From an optimization exercise on the open Yosys and OpenROAD flow, aimed at small area; shortcuts taken in it are not production practice. RTL that was checked went through simulation tests only; none was proved equivalent to the original.

==> v4 <==
Design fm_voice, start of the top module:
module fm_voice (
	input logic clk37,
	input logic rst,
	input logic cmd_valid,
	input logic [31:0] cmd_data,
	output logic signed [15:0] sample,
	output logic sample_valid,
	output logic cmd_busy
);
Settings: LEC_CHECK=0, CAP_MARGIN=20, CORE_MARGIN=2, CORE_UTILIZATION=70, CTS_BUF_LIST=sky130_fd_sc_hd__clkbuf_16, CTS_CLUSTER_DIAMETER=60, CTS_CLUSTER_SIZE=30, PLACE_DENSITY=0.8, SLEW_MARGIN=20; clock period 10.0 ns.
standard.sh (not shown) runs the stock make flow with config.mk's settings and CLKGATE_MAP_FILE= SYNTH_SCRIPT=/design/flow/synth_recipe.tcl, a recipe that flattens the netlist after the stock synthesis.
==> flow/flow/run.sh <==
#!/bin/bash
# Standard layout, with clock tree synthesis told not to add dummy loads
set -e
cd "$(dirname "$0")/.."
export CTS_ARGS="-sink_clustering_enable -repair_clock_nets -dont_use_dummy_load -sink_clustering_size 30 -sink_clustering_max_diameter 60 -buf_list sky130_fd_sc_hd__clkbuf_16"
mkdir -p benchfiles
cp standard.sh synth_recipe.tcl config.mk constraint.sdc benchfiles/
bash standard.sh > standard.log 2>&1
==> inputs of v17, as changes to v4 <==
==> flow/flow/run.sh (replaced) <==
#!/bin/bash
# The standard layout (standard.sh), except that clock tree synthesis adds
# no dummy loads to balance the tree. The full tool output goes to standard.log
# here and to the ORFS logs under orfs/logs.
set -e
cd "$(dirname "$0")/.."
export CTS_ARGS="-sink_clustering_enable -repair_clock_nets -dont_use_dummy_load -sink_clustering_size 30 -sink_clustering_max_diameter 60 -buf_list sky130_fd_sc_hd__clkbuf_16"
bash standard.sh > standard.log 2>&1
- CAP_MARGIN: 20 -> 0
- GPL_TIMING_DRIVEN: default -> 0
- SLEW_MARGIN: 20 -> 0
==> inputs of v3, as changes to v4 <==
--- a/flow/design.v
+++ b/flow/design.v
@@ -947,18 +947,22 @@
 	output logic signed [15:0] sample,
 	output logic sample_valid,
 	output logic cmd_busy
 );
 	localparam int NOPS = synth_pkg::NUM_OPS;
 	logic [2:0] s;
+	logic [2:0] s2;  
 	logic [2:0] s3;  
+	logic [2:0] s4;  
 	logic started;  
 	logic z2, z1, z0;  
 	logic clr_f;  
 	logic clr_e;
+	assign s2 = (s >= 3'd4) ? s - 3'd4 : s + 3'd2;
 	assign s3 = (s >= 3'd3) ? s - 3'd3 : s + 3'd3;
+	assign s4 = (s >= 3'd2) ? s - 3'd2 : s + 3'd4;
 	always_ff @(posedge clk37) begin
 		if (rst) begin
 			s <= 3'd3;
 			started <= 1'b0;
 			z2 <= 1'b1;
 			z1 <= 1'b1;
@@ -968,13 +972,13 @@
 			if (s == 3'd1) started <= 1'b1;
 			if (started && s == 3'd3) z2 <= 1'b0;
 			z1 <= z2;
 			z0 <= z1;
 		end
 	end
-	assign clr_f = z0 && !started && (s[2] | (s[1] & s[0]));  
+	assign clr_f = rst || (z0 && !started && (s == 3'd3 || s == 3'd4));  
 	assign clr_e = z2;
 	logic [3:0] words_left;
 	logic cur_env;  
 	logic [2:0] cur_idx;
 	logic gate;
 	logic [5:0] mix_mask;
@@ -1017,116 +1021,104 @@
 			if (cmd_valid && words_left == 4'(9 - m)) fld[m] <= cmd_data;
 		end
 		if (wr_env) last_q <= cmd_data;
 		if (wr_env) eidx <= cur_idx;
 		if (wr_freq) fidx <= cur_idx;
 	end
-	logic pend_a, pend_b, pend_f;
+	logic pend_a, pend_b, pend_r, pend_f;
 	logic live0, live3, pa0, pa3, pb3;
-	logic flive0, flive3, pf0, pf3;
-	logic ins_a0, ins_a3, ins_b3, ins_f0, ins_f3;
-	logic [31:0] re_inc_w;
-	logic [31:0] freq_w0, freq_w3;
+	logic pf0, pf2, pf4;
+	logic ins_a0, ins_a3, ins_b3, ins_r2;
 	assign live0 = wr_env && cur_idx == s;
 	assign live3 = wr_env && cur_idx == s3;
 	assign pa0 = pend_a && eidx == s;
 	assign pa3 = pend_a && eidx == s3;
 	assign pb3 = pend_b && eidx == s3;
-	assign flive0 = wr_freq && cur_idx == s;
-	assign flive3 = wr_freq && cur_idx == s3;
 	assign pf0 = pend_f && fidx == s;
-	assign pf3 = pend_f && fidx == s3;
+	assign pf2 = pend_f && fidx == s2;
+	assign pf4 = pend_f && fidx == s4;
 	assign ins_a0 = live0 || pa0;
 	assign ins_a3 = live3 || pa3;
 	assign ins_b3 = live3 || pb3;
-	assign ins_f0 = flive0 || pf0;
-	assign ins_f3 = flive3 || pf3;
-	assign re_inc_w = wr_env ? cmd_data : last_q;
-	assign freq_w0 = flive0 ? cmd_data : fld[1];
-	assign freq_w3 = flive3 ? cmd_data : fld[1];
+	assign ins_r2 = pend_r && eidx == s2;
 	always_ff @(posedge clk37) begin
 		if (rst) begin
 			pend_a <= 1'b0;
 			pend_b <= 1'b0;
+			pend_r <= 1'b0;
 			pend_f <= 1'b0;
 		end else begin
 			pend_a <= (wr_env && !live0 && !live3) || (pend_a && !pa0 && !pa3);
 			pend_b <= (wr_env && !live3) || (pend_b && !pb3);
-			pend_f <= (wr_freq && !flive0 && !flive3) || (pend_f && !pf0 && !pf3);
+			pend_r <= wr_env || (pend_r && !ins_r2);
+			pend_f <= wr_freq || (pend_f && !pf0 && !pf2 && !pf4);
 		end
 	end
 	logic [95:0] pa [NOPS];  
 	logic [127:0] pb [NOPS];  
 	logic [31:0] pr [NOPS];  
 	logic [31:0] pf [NOPS];  
 	logic [95:0] a_w;
 	logic [127:0] b_w;
 	assign a_w = {fld[1], fld[2], fld[3]};
 	assign b_w = {fld[4], fld[5], fld[6], fld[7]};
-	logic keep_a0, keep_a3, keep_b3, keep_f0, keep_f3;
+	logic keep_a0, keep_a3, keep_b3, keep_r2, keep_f0, keep_f2, keep_f4;
 	assign keep_a0 = !ins_a0 && !clr_e;
 	assign keep_a3 = !ins_a3 && !clr_e;
 	assign keep_b3 = !ins_b3 && !clr_e;
-	assign keep_f0 = !ins_f0 && !clr_f;
-	assign keep_f3 = !ins_f3 && !clr_f;
+	assign keep_r2 = !ins_r2 && !clr_e;
+	assign keep_f0 = !pf0 && !clr_f;
+	assign keep_f2 = !pf2 && !clr_f;
+	assign keep_f4 = !pf4 && !clr_f;
 	always_ff @(posedge clk37) begin
 		pa[0] <= pa[1];
 		pa[1] <= pa[2];
 		pa[2] <= ({96{ins_a3}} & a_w) | ({96{keep_a3}} & pa[3]);
 		pa[3] <= pa[4];
 		pa[4] <= pa[5];
 		pa[5] <= ({96{ins_a0}} & a_w) | ({96{keep_a0}} & pa[0]);
 		pr[0] <= pr[1];
-		pr[1] <= pr[2];
-		pr[2] <= ({32{ins_b3}} & re_inc_w) | ({32{keep_b3}} & pr[3]);
+		pr[1] <= ({32{ins_r2}} & last_q) | ({32{keep_r2}} & pr[2]);
+		pr[2] <= pr[3];
 		pr[3] <= pr[4];
 		pr[4] <= pr[5];
 		pr[5] <= pr[0];
 		pb[0] <= pb[1];
 		pb[1] <= pb[2];
 		pb[2] <= ({128{ins_b3}} & b_w) | ({128{keep_b3}} & pb[3]);
 		pb[3] <= pb[4];
 		pb[4] <= pb[5];
 		pb[5] <= pb[0];
 		pf[0] <= pf[1];
-		pf[1] <= pf[2];
-		pf[2] <= ({32{ins_f3}} & freq_w3) | ({32{keep_f3}} & pf[3]);
-		pf[3] <= pf[4];
+		pf[1] <= ({32{pf2}} & fld[1]) | ({32{keep_f2}} & pf[2]);
+		pf[2] <= pf[3];
+		pf[3] <= ({32{pf4}} & fld[1]) | ({32{keep_f4}} & pf[4]);
 		pf[4] <= pf[5];
-		pf[5] <= ({32{ins_f0}} & freq_w0) | ({32{keep_f0}} & pf[0]);
+		pf[5] <= ({32{pf0}} & fld[1]) | ({32{keep_f0}} & pf[0]);
 	end
 	logic [2:0] st_r [NOPS];
 	logic [31:0] cnt_r [NOPS];
 	logic [31:0] amp_r [NOPS];
 	logic [31:0] ph_r [NOPS];
 	logic gate_d1, gate_d2;
 	always_ff @(posedge clk37) begin
 		gate_d1 <= gate;
 		gate_d2 <= gate_d1;
 	end
 	logic [15:0] ph_lo;
-	logic ph_c;
-	rip_add #(16) ph_lo_add (
-		.a(z2 ? 16'd0 : ph_r[2][15:0]),
-		.b(pf[2][15:0]),
-		.ci(1'b0),
-		.s(ph_lo),
-		.co(ph_c)
-	);
-	logic [15:0] ph_hi;
-	logic ph_cq;
+	logic ph_c, ph_cq;
 	logic [2:0] st1;
 	logic [15:0] isel1;
 	logic [15:0] amp_lo;
 	logic amp_c, amp_cq;
-	rip_add #(16) ph_hi_add (
-		.a(z1 ? 16'd0 : ph_r[1][31:16]),
-		.b(pf[1][31:16]),
-		.ci(ph_cq),
-		.s(ph_hi),
-		.co()
+	rip_add #(16) ph_lo_add (
+		.a(z1 ? 16'd0 : ph_r[1][15:0]),
+		.b(pf[1][15:0]),
+		.ci(1'b0),
+		.s(ph_lo),
+		.co(ph_c)
 	);
 	assign st1 = z1 ? 3'd0 : st_r[1];
 	always_comb begin
 		case (st1)
 			3'd1: isel1 = pa[1][47:32];  
 			3'd2: isel1 = pb[1][111:96];  
@@ -1141,12 +1133,20 @@
 		.co(amp_c)
 	);
 	always_ff @(posedge clk37) begin
 		ph_cq <= ph_c;
 		amp_cq <= amp_c;
 	end
+	logic [15:0] ph_hi;
+	rip_add #(16) ph_hi_add (
+		.a(z0 ? 16'd0 : ph_r[0][31:16]),
+		.b(pf[0][31:16]),
+		.ci(ph_cq),
+		.s(ph_hi),
+		.co()
+	);
 	logic [31:0] at_time, at_inc, de_time, de_inc, su_time, su_lvl, re_time, re_inc;
 	assign {at_time, at_inc, de_time} = pa[0];
 	assign {de_inc, su_time, su_lvl, re_time} = pb[0];
 	assign re_inc = pr[0];
 	logic [2:0] st;
 	logic is_i, is_s, is_r;
@@ -1196,32 +1196,31 @@
 		for (int k = 0; k < NOPS - 1; k++) begin
 			st_r[k] <= st_r[k + 1];
 			cnt_r[k] <= cnt_r[k + 1];
 			amp_r[k] <= amp_r[k + 1];
 			ph_r[k] <= ph_r[k + 1];
 		end
-		ph_r[1][15:0] <= ph_lo;
-		ph_r[0][31:16] <= ph_hi;
+		ph_r[0][15:0] <= ph_lo;
 		amp_r[0][15:0] <= amp_lo;
 		st_r[NOPS - 1] <= nst;
 		cnt_r[NOPS - 1] <= ncnt;
 		amp_r[NOPS - 1] <= namp;
-		ph_r[NOPS - 1] <= ph_r[0];
+		ph_r[NOPS - 1] <= {ph_hi, ph_r[0][15:0]};
 	end
 	logic [6:0] rom_data;
 	logic [6:0] mag;
 	logic sgn;
 	logic [18:0] acc;
 	logic [18:0] acc_new;
 	wave_rom wave_rom_inst (
-		.addr(ph_r[0][30:24]),
+		.addr(ph_hi[14:8]),
 		.data(rom_data)
 	);
 	always_ff @(posedge clk37) begin
 		mag <= mix_mask[s] ? rom_data : 7'd0;
-		sgn <= mix_mask[s] && ph_r[0][31];
+		sgn <= mix_mask[s] && ph_hi[15];
 	end
 	voice_mixer voice_mixer_inst (
 		.mag(mag),
 		.sgn(sgn),
 		.lvl(amp_r[NOPS - 1][31:16]),
 		.base((s == 3'd1) ? 19'd426752 : acc),
==> flow/flow/run.sh (replaced) <==
#!/bin/bash
# The standard layout (standard.sh), except that clock tree synthesis adds
# no dummy loads to balance the tree. The full tool output goes to standard.log
# here and to the ORFS logs under orfs/logs.
set -e
cd "$(dirname "$0")/.."
export CTS_ARGS="-sink_clustering_enable -repair_clock_nets -dont_use_dummy_load -sink_clustering_size 30 -sink_clustering_max_diameter 60 -buf_list sky130_fd_sc_hd__clkbuf_16"
bash standard.sh > standard.log 2>&1
==> inputs of v27, as changes to v4 <==
--- a/flow/design.v
+++ b/flow/design.v
@@ -1009,17 +1009,16 @@
 					mix_mask <= cmd_data[13:8];
 				end
 			end
 		end
 	end
 	always_ff @(posedge clk37) begin
-		if ((cmd_valid && words_left == 4'd8) || wr_freq) fld[1] <= cmd_data;
-		for (int m = 2; m < 8; m++) begin
+		for (int m = 1; m < 8; m++) begin
 			if (cmd_valid && words_left == 4'(9 - m)) fld[m] <= cmd_data;
 		end
-		if (wr_env) last_q <= cmd_data;
+		if (last_word) last_q <= cmd_data;
 		if (wr_env) eidx <= cur_idx;
 		if (wr_freq) fidx <= cur_idx;
 	end
 	logic pend_a, pend_b, pend_f;
 	logic live0, live3, pa0, pa3, pb3;
 	logic flive0, flive3, pf0, pf3;
@@ -1038,14 +1037,14 @@
 	assign ins_a0 = live0 || pa0;
 	assign ins_a3 = live3 || pa3;
 	assign ins_b3 = live3 || pb3;
 	assign ins_f0 = flive0 || pf0;
 	assign ins_f3 = flive3 || pf3;
 	assign re_inc_w = wr_env ? cmd_data : last_q;
-	assign freq_w0 = flive0 ? cmd_data : fld[1];
-	assign freq_w3 = flive3 ? cmd_data : fld[1];
+	assign freq_w0 = flive0 ? cmd_data : last_q;
+	assign freq_w3 = flive3 ? cmd_data : last_q;
 	always_ff @(posedge clk37) begin
 		if (rst) begin
 			pend_a <= 1'b0;
 			pend_b <= 1'b0;
 			pend_f <= 1'b0;
 		end else begin
@@ -1074,16 +1073,16 @@
 		pa[2] <= ({96{ins_a3}} & a_w) | ({96{keep_a3}} & pa[3]);
 		pa[3] <= pa[4];
 		pa[4] <= pa[5];
 		pa[5] <= ({96{ins_a0}} & a_w) | ({96{keep_a0}} & pa[0]);
 		pr[0] <= pr[1];
 		pr[1] <= pr[2];
-		pr[2] <= ({32{ins_b3}} & re_inc_w) | ({32{keep_b3}} & pr[3]);
+		pr[2] <= ({32{ins_a3}} & re_inc_w) | ({32{keep_a3}} & pr[3]);
 		pr[3] <= pr[4];
 		pr[4] <= pr[5];
-		pr[5] <= pr[0];
+		pr[5] <= ({32{ins_a0}} & re_inc_w) | ({32{keep_a0}} & pr[0]);
 		pb[0] <= pb[1];
 		pb[1] <= pb[2];
 		pb[2] <= ({128{ins_b3}} & b_w) | ({128{keep_b3}} & pb[3]);
 		pb[3] <= pb[4];
 		pb[4] <= pb[5];
 		pb[5] <= pb[0];
==> flow/run.sh (new file) <==
#!/bin/bash
# synth_recipe.tcl (not shown) runs the flow's synth.tcl, then flattens the netlist and writes it again
# the make line also repeats each setting of config.mk as NAME=value (left out here)
make -C /OpenROAD-flow-scripts/flow DESIGN_CONFIG=/design/flow/config.mk WORK_HOME=/design/flow/orfs CLKGATE_MAP_FILE= SYNTH_SCRIPT=/design/flow/synth_recipe.tcl finish
removed: flow/flow/run.sh
removed: flow/standard.sh
==> flow_metrics.env <==
export IMPL_outcome="finished clean"
export IMPL_final_clk_cell_share_pct=4.128
export IMPL_design_seq_count=2640
export IMPL_critPathCapture="amp_r[5][15]"
export IMPL_grt_use_met3_pct=4.511
[end of results for v17]
==> flow_metrics.env <==
export IMPL_outcome="finished clean"
export IMPL_final_clk_cell_share_pct=3.771
export IMPL_switchingPower_mw=3.208
export IMPL_design_seq_count=2641
export IMPL_grt_use_met3_pct=3.327
export IMPL_critPathCapture="acc[18]"
[end of results for v3]
==> flow_metrics.env <==
export IMPL_outcome="finished clean"
export IMPL_final_clk_cell_share_pct=3.833
export IMPL_design_seq_count=2640
export IMPL_critPathCapture="acc[18]"
[end of results for v4]
==> flow_metrics.env <==
export IMPL_outcome="finished clean"
export IMPL_critPathCapture="acc[18]"
export IMPL_final_clk_cell_share_pct=5.189
export IMPL_synth_edf_count=266
export IMPL_hold_viol=0
export IMPL_design_seq_count=2640
export IMPL_met1_usage_pct=38.45
export IMPL_grt_use_met3_pct=3.591
[end of results for v27]
The RTL of v27 was laid out without a check of its function.

## static timing again, ports no longer ideal
The flow's constraints put no driver on any port. The routed layouts listed below were extracted and timed again, unchanged, in two steps. Step 1 assumes that a clkbuf_16 drives the clock port and a buf_2 every other input. Step 2 adds t to the input delays and takes it off the output delays; t is the mean of the earliest and latest rising clock arrival at the registers after step 1. Input paths then give back, and output paths get back, about the clock's delay inside the block. Three values: no drivers, after step 1, after step 2; two values: the first two.
| run | shift t [ns] | setup slack, ns | worst setup path at the end | latest minus earliest clock arrival (ns) | pins driven straight from the clock port |
|---|---|---|---|---|---|
| v4 | 0.766 | 0.395 / 0.395 / 0.395 | register to register | 0.108 / 0.108 | 1 |
| v17 | 0.808 | 0.289 / 0.289 / 0.289 | register to register | 0.095 / 0.095 | 1 |
| v3 | 0.760 | 0.334 / 0.334 / 0.334 | register to register | 0.117 / 0.117 | 1 |
| v27 | 0.807 | 0.417 / 0.417 / 0.417 | register to register | 0.035 / 0.034 | 1 |
After both steps every run listed still meets setup and hold.
